Background: an optimization exercise with open tools, aiming at small area, a short achievable clock period and few clock cycles per item. Do not read the settings as production practice.
The RTL was checked by simulation tests, not by an equivalence proof against the original design.
Power is estimated from default activity; no workload was simulated.

// muldiv_unit
module muldiv_unit #(
    parameter int SLOT_W = 3
) (
    input  logic                 clk,
    input  logic                 rst,
    input  logic                 mul_start,
    input  muldiv_pkg::operand_t mul_a,
    input  muldiv_pkg::operand_t mul_b,
    input  logic [SLOT_W-1:0]    mul_tag,
    output logic                 mul_busy,
    input  logic                 div_start,
    input  muldiv_pkg::operand_t div_dividend,
    input  muldiv_pkg::operand_t div_divisor,
    input  logic [SLOT_W-1:0]    div_tag,
    output logic                 div_busy,
    input  logic [SLOT_W-1:0]    rd_slot,
    output muldiv_pkg::result_t  rd_data
);
    logic                mul_we;
    logic                mul_wr_next;
    logic [SLOT_W-1:0]   mul_slot;
    muldiv_pkg::result_t mul_data;
    logic                div_we;
    logic [2**SLOT_W-1:0] div_sel;
    logic [SLOT_W-1:0]   div_slot;
    muldiv_pkg::result_t div_data;
    logic                bank_we;
    logic [SLOT_W-1:0]   bank_slot;
    muldiv_pkg::result_t bank_data;
    shift_add_multiplier #(.SLOT_W(SLOT_W)) i_mul (
        .clk(clk), .rst(rst), .start(mul_start), .a(mul_a), .b(mul_b), .tag(mul_tag),
        .busy(mul_busy), .wr_en(mul_we), .wr_next(mul_wr_next), .wr_slot(mul_slot), .wr_data(mul_data)
    );
    restoring_divider #(.SLOT_W(SLOT_W)) i_div (
        .clk(clk), .rst(rst), .start(div_start), .dividend(div_dividend),
        .divisor(div_divisor), .tag(div_tag), .mul_wr_next(mul_wr_next), .busy(div_busy),
        .wr_en(div_we), .wr_sel(div_sel), .wr_slot(div_slot), .wr_data(div_data)
    );
    result_arbiter #(.SLOT_W(SLOT_W)) i_arb (
        .mul_we(mul_we), .mul_slot(mul_slot), .mul_data(mul_data),
        .div_we(div_we), .div_slot(div_slot), .div_data(div_data),
        .bank_we(bank_we), .bank_slot(bank_slot), .bank_data(bank_data)
    );
  ...
clock: 5.0 ns
lec_check: 0
cap_margin: 20
core_margin: 2
core_utilization: 40
cts_buf_list: sky130_fd_sc_hd__clkbuf_4 sky130_fd_sc_hd__clkbuf_8
place_density: 0.6
setup_slack_margin: 1.05
slew_margin: 20
tns_end_percent: 5
run.sh (not shown) runs the stock make flow with config.mk's settings and CLKGATE_MAP_FILE= SYNTH_SCRIPT=/design/flow/synth_recipe.tcl, a recipe that flattens the netlist after the stock synthesis.
Testbench counts at the start, summed over its fixed seeds: cycles 11,126, ops 3,200.
==> next run, changes <==
SETUP_SLACK_MARGIN = 1.25   (was 1.05)
Register-to-register slack improves by 130 ps.
First-iteration DRC count decreases by 6.3%.
Cell count hardly moves.
Core utilization is about the same.
Synthesized cell count is unchanged.
Die area is unchanged.
Clock-buffer cell count decreases by 6.
Clock skew decreases by 20 ps.
Worst setup slack improves by 160 ps.
Via count hardly moves.

---

muldiv_unit, a different RTL version from the one above (not shown whole).
Size in the first run: roughly 830 flip-flops, roughly 210 I/O pins, about 51000 um^2 of cells after synthesis.
make LEC_CHECK=0 CAP_MARGIN=20 CORE_MARGIN=2 CORE_UTILIZATION=40 PLACE_DENSITY=0.6 SLEW_MARGIN=20 finish   # period 5.0 ns
The baseline completed with no timing, DRC or antenna violations.
Testbench counts at the start, summed over its fixed seeds: cycles 11,126, ops 3,200.
Rerun with:
--- a/flow/config.mk
+++ b/flow/config.mk
@@ -11,2 +11,3 @@
 export PLACE_DENSITY = 0.6
+export SETUP_SLACK_MARGIN = 0.9
 export SLEW_MARGIN = 20
Outcome: Power went up by 1.7%; die area is unchanged; cell area is higher by 3.4%; clock-buffer cell count grows by 4.

---

Another version of the RTL of muldiv_unit (not shown whole).
Size in the first run: roughly 4900 cells after synthesis, about 840 flip-flops, roughly 210 I/O pins, ~53000 um2 of cells after synthesis.
export LEC_CHECK = 0
export CAP_MARGIN = 20
export CORE_MARGIN = 2
export CORE_UTILIZATION = 40
export CTS_BUF_LIST = sky130_fd_sc_hd__clkbuf_4 sky130_fd_sc_hd__clkbuf_8
export PLACE_DENSITY = 0.6
export SETUP_SLACK_MARGIN = 1.3
export SLEW_MARGIN = 20
create_clock -name core_clock -period 5.0 [get_ports {clk}]
Testbench counts at the start, summed over its fixed seeds: cycles 11,126, ops 3,200.
Edit:
Settings changed: SETUP_SLACK_MARGIN 1.3 to 1.05.
The changed run passed the timing, DRC and antenna checks.
Via count came out lower by 1.2%.
Total power goes down by 2.6%.
Cell area is lower by 4.1%.
Worst setup slack loses 0.017 ns.
Routed wire length decreases by 2.5%.
Fmax shrinks by 0.43%.
Count of clock-buffer cells in the layout went down by 2.
Sequential share of layout area is higher by 1.5 points.
Clock skew drops by 0.0032 ns.
Edit:
Settings changed: SETUP_SLACK_MARGIN 1.05 to 1.5.
Result: The changed run completed without violations; hold slack stays flat; routed wire length rose by a little under a tenth; combinational power rose by about a fifth; utilization rose by 4.2 points; non-clock buffer count rose by 246; cell count rose by a few percent; power rose by roughly a tenth; final area rose by roughly a tenth; register-to-register slack is better by 0.19 ns; area after synthesis does not change; die area is unchanged.

---

run 1:
Another version of the RTL of muldiv_unit (not shown whole).
Size in the first run: roughly 4700 cells after synthesis, roughly 840 flip-flops, about 210 I/O pins, about 0.052 sq mm of cells after synthesis.
export LEC_CHECK = 0
export CAP_MARGIN = 20
export CORE_MARGIN = 2
export CORE_UTILIZATION = 40
export CTS_BUF_LIST = sky130_fd_sc_hd__clkbuf_4 sky130_fd_sc_hd__clkbuf_8
export PLACE_DENSITY = 0.6
export SETUP_SLACK_MARGIN = 1.2
export SLEW_MARGIN = 20
create_clock -name core_clock -period 5.0 [get_ports {clk}]
Testbench counts of run 1, summed over its fixed seeds: cycles 11,126, ops 3,200.
## Diff of input files: run 2 against run 1
# run 1
export LEC_CHECK = 0
export CAP_MARGIN = 20
export CORE_MARGIN = 2
export CORE_UTILIZATION = 40
export CTS_BUF_LIST = sky130_fd_sc_hd__clkbuf_4 sky130_fd_sc_hd__clkbuf_8
export PLACE_DENSITY = 0.6
export SETUP_SLACK_MARGIN = 1.2
export SLEW_MARGIN = 20
create_clock -name core_clock -period 5.0 [get_ports {clk}]
# run 2
export LEC_CHECK = 0
export CAP_MARGIN = 20
export CORE_MARGIN = 2
export CORE_UTILIZATION = 40
export PLACE_DENSITY = 0.6
export SETUP_SLACK_MARGIN = 0.9
export SLEW_MARGIN = 20
create_clock -name core_clock -period 5.0 [get_ports {clk}]
==> comparison <==
After detailed routing, run 1 needs more wire than run 2. The final reports for run 2 and run 1 show slew at the pin with the worst max-slew slack higher in the former. Compared with run 1, run 2 improves maximum frequency. Run 2 vs. run 1: clock tree buffer count of the final layout now sits lower; minimum period implied by the final worst setup slack now sits lower. When run 2 is set beside run 1, its clock skew turns out to be 0.0069 ns smaller.
What run 3 does differently from run 2 at the input level:
# run 2
export LEC_CHECK = 0
export CAP_MARGIN = 20
export CORE_MARGIN = 2
export CORE_UTILIZATION = 40
export PLACE_DENSITY = 0.6
export SETUP_SLACK_MARGIN = 0.9
export SLEW_MARGIN = 20
create_clock -name core_clock -period 5.0 [get_ports {clk}]
# run 3
export LEC_CHECK = 0
export ABC_AREA = 1
export CAP_MARGIN = 20
export CORE_MARGIN = 2
export CORE_UTILIZATION = 40
export PLACE_DENSITY = 0.6
export SETUP_SLACK_MARGIN = 0.9
export SLEW_MARGIN = 20
create_clock -name core_clock -period 5.0 [get_ports {clk}]
## What came out
- Diff run 2 -> run 3: clock period minus worst slack now sits higher, switching power summed over all nets now larger.
- Run 3: count of buffer and inverter cells on the critical path is 1 lower than what run 2 reported.
- Run 2 has a higher post-layout worst setup margin than run 3.
Input changes introduced in run 4 (baseline for comparison: run 3):
# run 3
export LEC_CHECK = 0
export ABC_AREA = 1
export CAP_MARGIN = 20
export CORE_MARGIN = 2
export CORE_UTILIZATION = 40
export PLACE_DENSITY = 0.6
export SETUP_SLACK_MARGIN = 0.9
export SLEW_MARGIN = 20
create_clock -name core_clock -period 5.0 [get_ports {clk}]
# run 4
export LEC_CHECK = 0
export CAP_MARGIN = 20
export CORE_MARGIN = 2
export CORE_UTILIZATION = 60
export PLACE_DENSITY = 0.75
export SETUP_SLACK_MARGIN = 0.9
export SLEW_MARGIN = 20
create_clock -name core_clock -period 5.0 [get_ports {clk}]
--- outcome ---
Re maximum level of the CTS H-tree: no difference whatsoever between run 4 and run 3. Diff run 3 and run 4: global-route wire length before repair lower in run 4. Cmp run 4 vs run 3: die area lower in run 4. Run 4 finished every step from synthesis to the final layout, and the layout passed the timing, DRC and antenna checks.
Relative to run 4, the following input files were edited for run 5:
# run 4
export LEC_CHECK = 0
export CAP_MARGIN = 20
export CORE_MARGIN = 2
export CORE_UTILIZATION = 60
export PLACE_DENSITY = 0.75
export SETUP_SLACK_MARGIN = 0.9
export SLEW_MARGIN = 20
create_clock -name core_clock -period 5.0 [get_ports {clk}]
# run 5
export LEC_CHECK = 0
export CAP_MARGIN = 20
export CORE_MARGIN = 2
export CORE_UTILIZATION = 40
export PLACE_DENSITY = 0.6
export SETUP_SLACK_MARGIN = 0.7
export SLEW_MARGIN = 20
create_clock -name core_clock -period 5.0 [get_ports {clk}]
Findings:
Global-route met1 utilization (higher): run 4. | internal cell power | run 4 vs run 5 | ≈ equal |. Run 5: number of inserted diodes is 2 higher than what run 4 reported. Measured against each other, run 5 and run 4 differ in power per cell area, the higher figure coming from run 4. The final layouts of run 5 and run 4 pass the timing, DRC and antenna checks. Run 5: number of antenna violations at the first check in global routing higher than run 4.
## Diff of input files: run 6 against run 5
# run 5
export LEC_CHECK = 0
export CAP_MARGIN = 20
export CORE_MARGIN = 2
export CORE_UTILIZATION = 40
export PLACE_DENSITY = 0.6
export SETUP_SLACK_MARGIN = 0.7
export SLEW_MARGIN = 20
create_clock -name core_clock -period 5.0 [get_ports {clk}]
# run 6
export LEC_CHECK = 0
export CAP_MARGIN = 20
export CORE_MARGIN = 2
export CORE_UTILIZATION = 40
export PLACE_DENSITY = 0.6
export SETUP_SLACK_MARGIN = 1.3
export SLEW_MARGIN = 20
create_clock -name core_clock -period 5.0 [get_ports {clk}]
Notes after the runs:
Status: worst-case hold slack parity (run 6, run 5)
Net switching fraction of the power delta (run 6 -> run 5): insignificant
Compared with run 5, run 6 shows a higher sum of met2 wire segment lengths after detailed routing.
Cmp run 5 and run 6 / buffering stage count on the worst path with inverters included / higher: run 6

-- separate check: timing with driven ports --
How much do the figures lean on ideal ports? The routed layouts below were timed once more, with nothing changed but the port constraints.
Step 1: set_driving_cell puts a clkbuf_16 on clk and a buf_2 on each other input, an assumption about the parent block.
Step 2 moves the port delays by t, midway between the first and last clock arrival at a register: inputs arrive t later, outputs are due t later. That takes back most of the time a late clock gives input paths.
Slacks: ideal / step 1 / step 2; pairs: ideal / step 1.
run	t (ns)	setup WS [ns]	clock arrival spread, ns	pins driven straight from the clock port
the first run of note 1	0.964	0.904 / 0.879 / 0.184	0.071 / 0.071	1
the second run of note 1	0.955	1.066 / 1.066 / 0.189	0.057 / 0.056	1
the first run of note 2	0.752	0.184 / 0.158 / 0.056	0.078 / 0.078	1
the second run of note 2	0.777	0.773 / 0.693 / 0.362	0.080 / 0.080	1
the first run of note 3	0.967	1.111 / 1.052 / 0.399	0.063 / 0.063	1
the second run of note 3	0.954	1.094 / 1.065 / 0.217	0.072 / 0.071	1
the third run of note 3	0.942	1.156 / 1.106 / 0.548	0.062 / 0.062	1
run 1	0.922	0.874 / 0.874 / 0.446	0.078 / 0.079	1
run 2	0.754	0.907 / 0.851 / 0.241	0.078 / 0.078	1
run 3	0.789	0.827 / 0.704 / 0.319	0.053 / 0.053	1
run 4	0.734	0.783 / 0.783 / 0.355	0.081 / 0.081	1
run 5	0.773	0.679 / 0.679 / 0.307	0.063 / 0.062	1
run 6	0.752	0.964 / 0.964 / 0.659	0.073 / 0.073	1
After both steps setup and hold are still met in every run listed.
